Background: an optimization exercise with open tools, aiming at small area, a short achievable clock period and few clock cycles per item. Do not read the settings as production practice.
The RTL was checked by simulation tests, not by an equivalence proof against the original design.
Power figures rest on the tool's default switching activity, not on a simulated workload.

==> flow/flow/run.sh <==
#!/bin/bash
bash standard.sh SETUP_SLACK_MARGIN=6.9 "BUFFER_PORTS_ARGS=-buffer_cell sky130_fd_sc_hd__buf_2" "CTS_ARGS=-sink_clustering_enable -repair_clock_nets -sink_clustering_size 40 -sink_clustering_max_diameter 70 -buf_list sky130_fd_sc_hd__clkbuf_16 -dont_use_dummy_load" finish > standard.log 2>&1
==> flow/standard.sh <==
#!/bin/bash
# synth_recipe.tcl (not shown) runs the flow's synth.tcl, then flattens the netlist and writes it again
# the make line also repeats each setting of config.mk as NAME=value (left out here)
make -C /OpenROAD-flow-scripts/flow DESIGN_CONFIG=/design/flow/config.mk WORK_HOME=/design/flow/orfs CLKGATE_MAP_FILE= SYNTH_SCRIPT=/design/flow/synth_recipe.tcl "${@:-finish}"
==> flow/config.mk <==
export PLATFORM = sky130hd
export DESIGN_NAME = edit_distance_best_match
export DESIGN_NICKNAME = edit_distance_best_match
export VERILOG_FILES = /design/flow/design.v
export SDC_FILE = /design/flow/constraint.sdc
export NUM_CORES = 4
export LEC_CHECK = 0
export CAP_MARGIN = 20
export CORE_MARGIN = 2
export CORE_UTILIZATION = 65
export CTS_BUF_LIST = sky130_fd_sc_hd__clkbuf_16
export CTS_CLUSTER_DIAMETER = 80
export CTS_CLUSTER_SIZE = 30
export SLEW_MARGIN = 20
==> flow/constraint.sdc <==
create_clock -name core_clock -period 10.0 [get_ports {clk}]
set_input_delay 2.0000 -clock core_clock [delete_from_list [all_inputs] [get_ports {clk}]]
set_output_delay 2.0000 -clock core_clock [all_outputs]
set_load 0.01 [all_outputs]
==> flow/design.v <==
module edit_distance_best_match (
  input  logic        clk,
  input  logic        rst_n,
  input  logic        in_valid,
  output logic        in_ready,
  input  logic [1:0]  in_command,
  input  logic [7:0]  in_char,
  output logic        out_valid,
  input  logic        out_ready,
  output logic        out_found,
  output logic [11:0] out_index,
  input  logic        cfg_valid,
  output logic        cfg_ready,
  input  logic [6:0]  cfg_threshold
);
  localparam int R = 31;             
  localparam logic [1:0] C_QUERY = 2'd0;
  localparam logic [1:0] C_CHAR  = 2'd1;
  localparam logic [1:0] C_CLOSE = 2'd2;
  localparam logic [1:0] C_FIN   = 2'd3;
  logic         in_ready_r;
  logic         take, iq, ic, icl, ifin;
  assign in_ready  = in_ready_r;
  assign cfg_ready = in_ready_r;
  assign take      = in_valid && in_ready_r;
  assign iq        = take && in_command == C_QUERY;
  assign ic        = take && in_command == C_CHAR;
  assign icl       = take && in_command == C_CLOSE;
  assign ifin      = take && in_command == C_FIN;
  logic [5:0]   qlen_r;              
  logic [7:0]   qstore_r [R];
  logic [R-1:0] qmask;
  logic [R-1:0] eq_r;
  logic         b_char, b_close, b_fin, restart;
  always_comb begin
    qmask = '0;
    for (int n = 1; n <= R + 1; n++) begin
      if (qlen_r == 6'(n)) begin
        for (int k = 0; k < R; k++) qmask[k] = (k >= R - n);
      end
    end
  end
  always_ff @(posedge clk) begin
    if (iq) begin
      for (int k = 0; k < R - 1; k++) qstore_r[k] <= qstore_r[k+1];
      qstore_r[R-1] <= in_char;
    end
  end
  always_ff @(posedge clk) begin
    for (int k = 0; k < R; k++) eq_r[k] <= (qstore_r[k] == in_char);
  end
  always_ff @(posedge clk) begin
    if (!rst_n) begin
      qlen_r  <= '0;
      b_char  <= 1'b0;
      b_close <= 1'b0;
      b_fin   <= 1'b0;
      restart <= 1'b1;
    end else begin
      b_char  <= ic;
      b_close <= icl;
      b_fin   <= ifin;
      restart <= iq || icl || ifin;
      if (iq && !qlen_r[5]) qlen_r <= qlen_r + 6'd1;
      else if (ifin) qlen_r <= '0;
    end
  end
  logic [R-1:0] pv_r, mv_r;
  logic         sp_r, sm_r;          
  logic [4:0]   score_r;             
  logic [4:0]   pos_r;
  logic         tl_r;                
  logic [5:0]   best_r;              
  logic [11:0]  bidx_r;
  logic [12:0]  wcnt_r;
  logic [5:0]   thr_r, cfgd_r;
  logic         cfgv_r;
  logic         pend_r, deliver, pend_nxt;
  logic [R-1:0] c, xh, xv, ph, mh, phs, mhs;
  logic [4:0]   score_eff;
  logic         closer;
  logic         found;
  always_comb begin
    logic [R-1:0] gg, pp, gn, pn;
    gg = eq_r & pv_r;
    pp = pv_r;
    for (int d = 1; d < R; d = d * 2) begin
      gn = gg;
      pn = pp;
      for (int k = 0; k < R; k++) begin
        if ((k & d) != 0) begin
          gn[k] = gg[k] | (pp[k] & gg[(k & ~(d - 1)) - 1]);
          pn[k] = pp[k] & pp[(k & ~(d - 1)) - 1];
        end
      end
      gg = gn;
      pp = pn;
    end
    c = {gg[R-2:0], 1'b0};
  end
  assign xh  = eq_r | c;
  assign xv  = eq_r | mv_r;
  assign ph  = mv_r | ~(xh | pv_r);
  assign mh  = pv_r & xh;
  assign phs = {ph[R-2:0], 1'b1};
  assign mhs = {mh[R-2:0], 1'b0};
  assign score_eff = score_r + 5'(sp_r) - 5'(sm_r);
  assign closer = !tl_r && !qlen_r[5] && ({1'b0, score_eff} < best_r);
  assign found     = (wcnt_r != '0) && (best_r[5] ? thr_r[5] : (best_r[4:0] <= thr_r[4:0]));
  always_ff @(posedge clk) begin
    if (restart) begin
      pv_r <= qmask;
      mv_r <= ~qmask;
    end else if (b_char) begin
      pv_r <= mhs | ~(xv | phs);
      mv_r <= phs & xv;
    end
  end
  always_ff @(posedge clk) begin
    sp_r    <= b_char && ph[R-1];
    sm_r    <= b_char && mh[R-1];
    score_r <= restart ? qlen_r[4:0] : score_eff;
    if (restart) begin
      pos_r <= '0;
      tl_r  <= 1'b0;
    end else if (b_char && !tl_r) begin
      if (pos_r == 5'd31) tl_r <= 1'b1;
      else pos_r <= pos_r + 5'd1;
    end
  end
  always_ff @(posedge clk) begin
    if (!rst_n) begin
      best_r  <= 6'd32;
      bidx_r  <= '0;
      wcnt_r  <= '0;
    end else begin
      if (b_close && !wcnt_r[12]) begin
        if (closer) begin
          best_r <= {1'b0, score_eff};
          bidx_r <= wcnt_r[11:0];
        end
        wcnt_r <= wcnt_r + 13'd1;
      end
      if (deliver) begin
        best_r <= 6'd32;
        bidx_r <= '0;
        wcnt_r <= '0;
      end
    end
  end
  always_ff @(posedge clk) begin
    if (!rst_n) begin
      cfgv_r <= 1'b0;
      thr_r  <= 6'd2;
    end else if (!pend_nxt) begin
      cfgv_r <= cfg_valid && cfg_ready;
      if (cfgv_r) thr_r <= cfgd_r;
    end
  end
  always_ff @(posedge clk) begin
    if (!pend_nxt) begin
      cfgd_r <= {cfg_threshold[6], (cfg_threshold[6] || cfg_threshold[5]) ? 5'd31 : cfg_threshold[4:0]};
    end
  end
  logic        ov_r, of_r;
  logic [11:0] oi_r;
  logic        fin_take, ov_nxt;
  assign fin_take = take && in_command == C_FIN;
  assign deliver  = (b_fin || pend_r) && (!ov_r || out_ready);
  assign pend_nxt = (b_fin || pend_r) && ov_r && !out_ready;
  assign ov_nxt   = deliver || (ov_r && !out_ready);
  always_ff @(posedge clk) begin
    if (!rst_n) begin
      in_ready_r <= 1'b1;
      ov_r       <= 1'b0;
      pend_r     <= 1'b0;
    end else begin
      in_ready_r <= !((fin_take && ov_nxt) || pend_nxt);
      ov_r       <= ov_nxt;
      pend_r     <= pend_nxt;
    end
  end
  always_ff @(posedge clk) begin
    if (deliver) begin
      of_r <= found;
      oi_r <= found ? bidx_r : '0;
    end
  end
  assign out_valid = ov_r;
  assign out_found = of_r;
  assign out_index = oi_r;
endmodule
==> results by group, run 1 <==
Status
  • Status: no timing/DRC/antenna violations

Finish
  • Register area: around 12000 um^2
  • Multi-input logic area: around 6500 um^2
  • Layout cell share with drive strength beyond 1: 0.0762
  • ANT cells: 0
  • Fillcell total: between 1.5k and 2k
  • Nets: between 1.5k and 2k
  • Area grow syn2layout: 7.30%

Setup path
  • CP Cell Sequence: buf_2
  • Worst setup path end: out_index[6]
  • CP Capture Type: output port
  • Worst path max stage delay: 0.38 ns
  • R2r startpoint: qlen_r[1]$_SDFFE_PN0P_
  • Crit path launch type: register
  • Critical path buffers and inverters: 1
  • WP data arrival: 1.07 ns
  • Worst path required time: ~8 ns
  • CP top delay family: flip-flops
  • Reg2reg end: pv_r[30]$_DFFE_PP_
  • R2R setup slack: approximately 7 ns
  • CP Class: register to output port
  • CP Max Fanout: 1
  • Slowest cell on the critical path: edfxtp_1
  • R2R depth: 9
  • WP depth: 1
  • Crit path launch: oi_r[6]$_SDFFCE_PN0P_

GRT
  • Number of antenna violations at the first check in global routing: 0
  • Tot GR Track Use: 0.232
  • Largest net degree at the start of global routing: 83
  • Vias in the first global route: 10.8k
  • First-pass GRT wire length: 56.4 mm
  • Grt ovf: 0

Floorplan
  • Die height: 173 um
  • Cell Rows: around 60
  • Die ar.: 29900 um^2
  • Core box area: 27900 um^2
  • I/O pins: 38
  • Starting Density: 0.665
  • Die width: ~170 um

Route
  • Final ANT Viol Nets: 0
  • Via-to-Cell Ratio: about 6
  • Iter 0 DRT Violations: 933
  • Met2 WL: around 17 mm
  • Avg WL per Cell: ~19 um
  • Met3 wire len: 1.10 mm
  • Wire length on met1: between 15 and 20 mm
  • Top sig layer: met4
  • Vias: approximately 11k
  • Drt pass-1 iters: 5
  • DR DRC count: 0
  • Drt total wl: between 30 and 40 mm

Yosys
  • Synth Register Bits: between 400 and 500
  • Ys Warns: 2
  • Syn Nets: 1510
  • Number of distinct library cells after synthesis: 67
  • Syn_area_per_cell: 12.7 um^2
  • Top-count cell post-synth: edfxtp_1
  • Post-synth top cells: edfxtp_1 (329), xnor2_1 (253), nor2_1 (152)
  • Largest cells by area after synthesis: edfxtp_1 (53%), xnor2_1 (12%), dfxtp_1 (10%), nor2_1 (3.1%), nand4_1 (2.3%)
  • Netlist Area Pre-Place: approximately 19000 um^2
  • Synth top area share: 0.532
  • Synth async-reset ratio: 0
  • Synth Flop Type: edfxtp_1
  • Sequential share of the synthesized area: 0.634
  • Post-synth EDFFs: 329
  • Syn Inst Count: between 1k and 1.5k
  • Yosys top cell by area: edfxtp_1

CTS
  • Clock root cell: clkbuf_16
  • Clock-pin slew on the worst setup and hold paths: about 0.11 ns
  • Maximum clock path buffer count: 3
  • Worst skew pair latency: approximately 0.56 ns
  • CTS buffer count: 22
  • CTS sink cnt: 424
  • Hold-fix buffers, CTS: 0
  • H-Tree Level Count: 1
  • CTS tree: yes

Power
  • VDD IR-drop max: between 0.1 and 0.15 mV
  • Pwr dens: roughly 160 nW/um^2
  • Leak: between 6 and 7 nW

STA
  • Fin crit share: 0.307
  • Fmax: 0.326 GHz
  • Setup TNS: 0 ns
  • Final setup viols: 0
  • Max-slew violation count: 0
  • Tmin final: slightly above 3 ns
  • Fin. Hold Viols: 0
  • Measured slew at the worst slew-check pin: about 1.1 ns
  • Relative slew slack: 0.266
  • RSZ-0062 raised after global routing: true
  • Clock Skew: between 0.06 and 0.07 ns
  • Min Hold Slack: 0.428 ns

Placed design
  • DP Wirelength: between 20 and 25 mm
  • IO buf count: 37
  • GP Congestion: roughly 0.8

Worst hold path
  • HP Class: register to register

Flow run
  • Max-Cap Viols: 0
report_power, final:
part,switching (mW),internal [mW]
Combinational,0.140,0.105
Clock,0.511,0.393
Sequential,0.0462,1.95
repair_timing:
item,CTS,global route
setup buffers,5,2
pin swaps,2,1
endpoints found under the hold margin,0,0
gates resized for setup,9,7
endpoints found under the setup margin,110,32
cloned,3,0
how the worst min path moves through the flow:
| stage | startpoint | end | slack, ns | cells after the start |
|---|---|---|---|---|
| after floorplan | thr_r[5]$_SDFFE_PN0P_ | thr_r[5]$_SDFFE_PN0P_ | 0.43 | 2 |
| after global placement | qstore_r[29][5]$_DFFE_PP_ | qstore_r[28][5]$_DFFE_PP_ | 0.45 | 0 |
| after detailed placement | qstore_r[29][6]$_DFFE_PP_ | qstore_r[28][6]$_DFFE_PP_ | 0.46 | 0 |
| after CTS | qstore_r[1][2]$_DFFE_PP_ | qstore_r[0][2]$_DFFE_PP_ | 0.42 | 0 |
| after global routing | qstore_r[1][0]$_DFFE_PP_ | qstore_r[0][0]$_DFFE_PP_ | 0.44 | 0 |
| final | qstore_r[1][2]$_DFFE_PP_ | qstore_r[0][2]$_DFFE_PP_ | 0.43 | 0 |
flip-flops by register name, summed over array words and instances, names as in the netlist, 12 cells and up:
| signal | flops |
|---|---|
| bidx_r | 12 |
| eq_r | 31 |
| mv_r | 31 |
| oi_r | 12 |
| pv_r | 31 |
| qstore_r | 248 |
| wcnt_r | 13 |
per-stage QoR:
step	power, mW	util	instances	setup WS (ns)	cell area, um^2
6_report	3.15	0.713	1861	6.93	19900
5_1_grt	3.25	0.713	1861	6.83	19900
2_1_floorplan	2.21	-	1465	0.802	18600
4_1_cts	3.16	0.710	1857	6.90	19800
3_5_place_dp	2.27	0.684	1827	5.47	19100
3_3_place_gp	2.26	0.684	1827	5.54	19100
cells by family after synthesis:
kind of cell / count (synthesis) / synth area share
DFF: 424 / 0.634
and+or+nand+nor: 421 / 0.111
xor gates and xnor gates: 262 / 0.124
AOI/OAI and AO/OA: 208 / 0.0757
buffers and inverters: 89 / 0.0183
adders and majority gates: 40 / 0.0252
muxes: 21 / 0.0115
placed cells by master, fill, tap and decap left out, types with 23 or more instances in the layout:
master    count
o21ai_0      31
dfxtp_1      93
a21o_1       25
nand4_1      68
nor2_1      151
edfxtp_1    329
buf_2        37
nand3_1      23
nor3_1       33
nand2_1      51
a21oi_1      46
xnor2_1     252
inv_1        30
per-layer routing:
layer  track usage  vias up
met4        0.0512        0
li1              -     5309
met5             0        -
met1         0.325     5482
met3        0.0235       40
met2         0.396      218
layout make-up:
class | count | area share
timing repair buffer | 54 | 0.0234
tap | 378 | 0.0237
sequential | 424 | 0.591
inverter | 31 | 0.00584
clock buffer | 22 | 0.0276
multi-input combinational | 952 | 0.328
Testbench counts, summed over its fixed seeds: cycles 32,566, items 32,550.
==> run 2: changes to the inputs <==
==> flow/flow/run.sh (replaced) <==
#!/bin/bash
bash standard.sh SETUP_SLACK_MARGIN=6.9 "BUFFER_PORTS_ARGS=-buffer_cell sky130_fd_sc_hd__buf_2" "CTS_ARGS=-sink_clustering_enable -repair_clock_nets -sink_clustering_size 30 -sink_clustering_max_diameter 80 -buf_list sky130_fd_sc_hd__clkbuf_16 -dont_use_dummy_load" finish > standard.log 2>&1
==> results by group, run 2 <==
Status
  • Status: no timing/DRC/antenna violations

Yosys
  • Syn_area_per_cell: 12.7 um^2
  • Yosys top cell by area: edfxtp_1
  • Number of distinct library cells after synthesis: between 60 and 70
  • Post-synth top cells: edfxtp_1 (329), xnor2_1 (253), nor2_1 (152)
  • Syn Nets: 1510
  • Syn Inst Count: between 1k and 1.5k
  • Netlist Area Pre-Place: about 19000 um^2
  • Synth async-reset ratio: 0
  • Synth Register Bits: roughly 420
  • Synth Flop Type: edfxtp_1
  • Sequential share of the synthesized area: 0.634
  • Top-count cell post-synth: edfxtp_1
  • Post-synth EDFFs: approximately 330
  • Ys Warns: 2
  • Synth top area share: 0.532
  • Largest cells by area after synthesis: edfxtp_1 (53%), xnor2_1 (12%), dfxtp_1 (10%), nor2_1 (3.1%), nand4_1 (2.3%)

Worst hold path
  • HP Class: register to register
  • Hold Crit Depth: 0

Setup path
  • WP depth: 1
  • CP Class: register to output port
  • Slowest cell on the critical path: edfxtp_1
  • Worst path required time: about 8.0 ns
  • CP Max Fanout: 1
  • CP top delay family: flip-flops
  • Worst path max stage delay: 0.39 ns
  • Crit path launch type: register
  • R2R depth: 14
  • R2R setup slack: 7.04 ns
  • WP data arrival: roughly 1.1 ns
  • CP Cell Sequence: buf_2
  • Critical path buffers and inverters: 1
  • CP Capture Type: output port

Finish
  • Area grow syn2layout: 6.58%
  • Design Area, Final: approximately 20000 um^2
  • Non-filler cells, final: ~1.9k
  • Nets: 1524
  • Most frequent cells in the layout: edfxtp_1 (329), xnor2_1 (252), nor2_1 (151)
  • ANT cells: 0
  • Layout cell share with drive strength beyond 1: 0.0738
  • Reg with most FFs: qstore_r
  • Multi-input logic area: 6540 um^2
  • Max FFs per register: around 250
  • Register area: between 10000 and 15000 um^2
  • Commonest non-fill, non-tap cell in the layout: edfxtp_1
  • Fillcell total: between 1.5k and 2k

Power
  • Sequential group share of total power: 0.654
  • Gate power share: 0.080
  • Switching share of total power: 0.220
  • Clk network pwr share: 0.266
  • Pwr dens: approximately 150 nW/um^2
  • VDD IR-drop max: between 0.15 and 0.2 mV
  • Sw power: about 0.67 mW
  • P_int: 2.38 mW
  • Leak: roughly 6.6 nW

STA
  • Fin crit share: 0.305
  • Clock Skew: 0.0386 ns
  • Relative slew slack: 0.267
  • Final setup viols: 0
  • Setup TNS: 0 ns
  • Fin. Hold Viols: 0
  • Measured slew at the worst slew-check pin: between 1 and 1.5 ns
  • Fmax: between 0.3 and 0.4 GHz
  • RSZ-0062 raised after global routing: true
  • Tmin final: a little over 3 ns
  • Max-slew violation count: 0
  • Min Hold Slack: around 0.45 ns

CTS
  • CTS tree: yes
  • Clock root cell: clkbuf_16
  • Hold-fix buffers, CTS: 0
  • CTS buffer count: 18
  • Clock-pin slew on the worst setup and hold paths: roughly 0.10 ns
  • Worst skew pair latency: around 0.54 ns
  • H-Tree Level Count: 1
  • CTS sink cnt: ~420
  • Maximum clock path buffer count: 3

Floorplan
  • Die ar.: roughly 30000 um^2
  • Die height: about 170 um
  • Die width: approximately 170 um
  • I/O pins: 38
  • Core box area: approximately 28000 um^2
  • Starting Density: 0.665
  • Cell Rows: 61

Route
  • Iter 0 DRT Violations: approximately 850
  • Drt pass-1 iters: 5
  • Top sig layer: met4
  • DR DRC count: 0
  • Wire length on met1: ~16 mm
  • Avg WL per Cell: between 15 and 20 um
  • Drt total wl: ~34 mm
  • Via-to-Cell Ratio: ~6
  • Met3 wire len: 1.06 mm
  • Final ANT Viol Nets: 0
  • Met2 WL: 16.6 mm
  • Vias: between 10k and 15k

GRT
  • Grt ovf: 0
  • Number of antenna violations at the first check in global routing: 0
  • First-pass GRT wire length: ~56 mm
  • Largest net degree at the start of global routing: 83
  • Vias in the first global route: around 11k
  • Tot GR Track Use: 0.228

Placed design
  • IO buf count: 37
  • Area after DPL: ~19000 um^2
  • GP Congestion: 0.799
  • DP Wirelength: between 20 and 25 mm
  • Post-Place Cells: 1827

Flow run
  • Max-Cap Viols: 0
==> run 2: cell count changes in the layout (fill, tap and decap cells not counted), sizes merged <==
cell / previous run / this run
clkbuf: 22 / 18
buf: 51 / 49
==> run 2: stage by stage <==
| stage | utilization | setup slack, ns | total power [mW] |
|---|---|---|---|
| 6_report | 0.709 | 6.95 | 3.06 |
| 5_1_grt | 0.709 | 6.89 | 3.17 |
| 4_1_cts | 0.707 | 6.91 | 3.08 |
| 3_5_place_dp | 0.684 | 5.47 | 2.27 |
| 3_3_place_gp | 0.684 | 5.54 | 2.26 |
| 2_1_floorplan | - | 0.802 | 2.21 |
==> run 2: path summary, 6_finish.rpt <==
check / startpoint / endpoint
worst max register to register: score_r[0]$_DFF_P_ / bidx_r[2]$_SDFFE_PP0P_
worst min register to register: qstore_r[18][0]$_DFFE_PP_ / qstore_r[17][0]$_DFFE_PP_
worst min-delay path: qstore_r[18][0]$_DFFE_PP_ / qstore_r[17][0]$_DFFE_PP_
worst max-delay path: oi_r[3]$_SDFFCE_PN0P_ / out_index[3]
==> run 2: cell type report <==
type / count / area share
clock buffer: 18 / 0.0228
inverter: 31 / 0.00588
multi-input combinational: 952 / 0.331
sequential: 424 / 0.595
tap: 378 / 0.0239
timing repair buffer: 52 / 0.0215
==> run 2: what timing repair did <==
item | 4_1_cts | 5_1_grt
pin swaps | 2 | 2
cloned | 3 | 0
setup endpoints to repair | 110 | 22
gates resized for setup | 10 | 8
setup buffers | 6 | 1
==> run 2: logic make-up (layout without fill, tap and decap cells) <==
| kind of cell | count (synthesis) | after routing | synth area share |
|---|---|---|---|
| xor gates and xnor gates | 262 | 262 | 0.124 |
| buffers and inverters | 89 | 101 | 0.0183 |
| DFF | 424 | 424 | 0.634 |
| and+or+nand+nor | 421 | 421 | 0.111 |
| adders and majority gates | 40 | 40 | 0.0252 |
| muxes | 21 | 21 | 0.0115 |
| AOI/OAI and AO/OA | 208 | 208 | 0.0757 |
==> run 2: per-layer routing <==
| metal | vias to the layer above | GRT usage |
|---|---|---|
| met1 | 5429 | 0.323 |
| met4 | 0 | 0.0448 |
| met5 | - | 0 |
| met2 | 195 | 0.386 |
| li1 | 5307 | - |
| met3 | 35 | 0.0259 |
==> run 2: power groups by stage <==
stage          sequential, mW  combinational (mW)  clock, mW
2_1_floorplan            2.03               0.182          0
3_3_place_gp             2.04               0.225          0
3_5_place_dp             2.04               0.232          0
4_1_cts                  2.00               0.243      0.838
5_1_grt                  2.01               0.271      0.893
6_report                 2.00               0.243      0.814

-- static timing again, ports no longer ideal --
How much do the figures lean on ideal ports? The routed layouts below were timed once more, with nothing changed but the port constraints. Step 1 sets driving cells, clkbuf_16 on the clock port and buf_2 on the other inputs (assumed; they add their load-dependent delay and slew). Step 2 adds t to the input delays and takes it off the output delays; t is the mean of the earliest and latest rising clock arrival at the registers after step 1. Input paths then give back, and output paths get back, about the clock's delay inside the block. Slacks: no drivers / after step 1 / after step 2; pairs: no drivers / after step 1.
| run | t (ns) | slack for setup (ns) | hold WS [ns] |
|---|---|---|---|
| run 1 | 0.585 | 6.928 / 6.875 / 6.472 | 0.428 / 0.428 / 0.428 |
| run 2 | 0.573 | 6.946 / 6.893 / 6.480 | 0.446 / 0.446 / 0.446 |
After both steps every run listed still meets setup and hold. For run 2, which loses most, drivers alone change the setup slack by -0.053 ns; drivers and shift together by -0.466 ns.
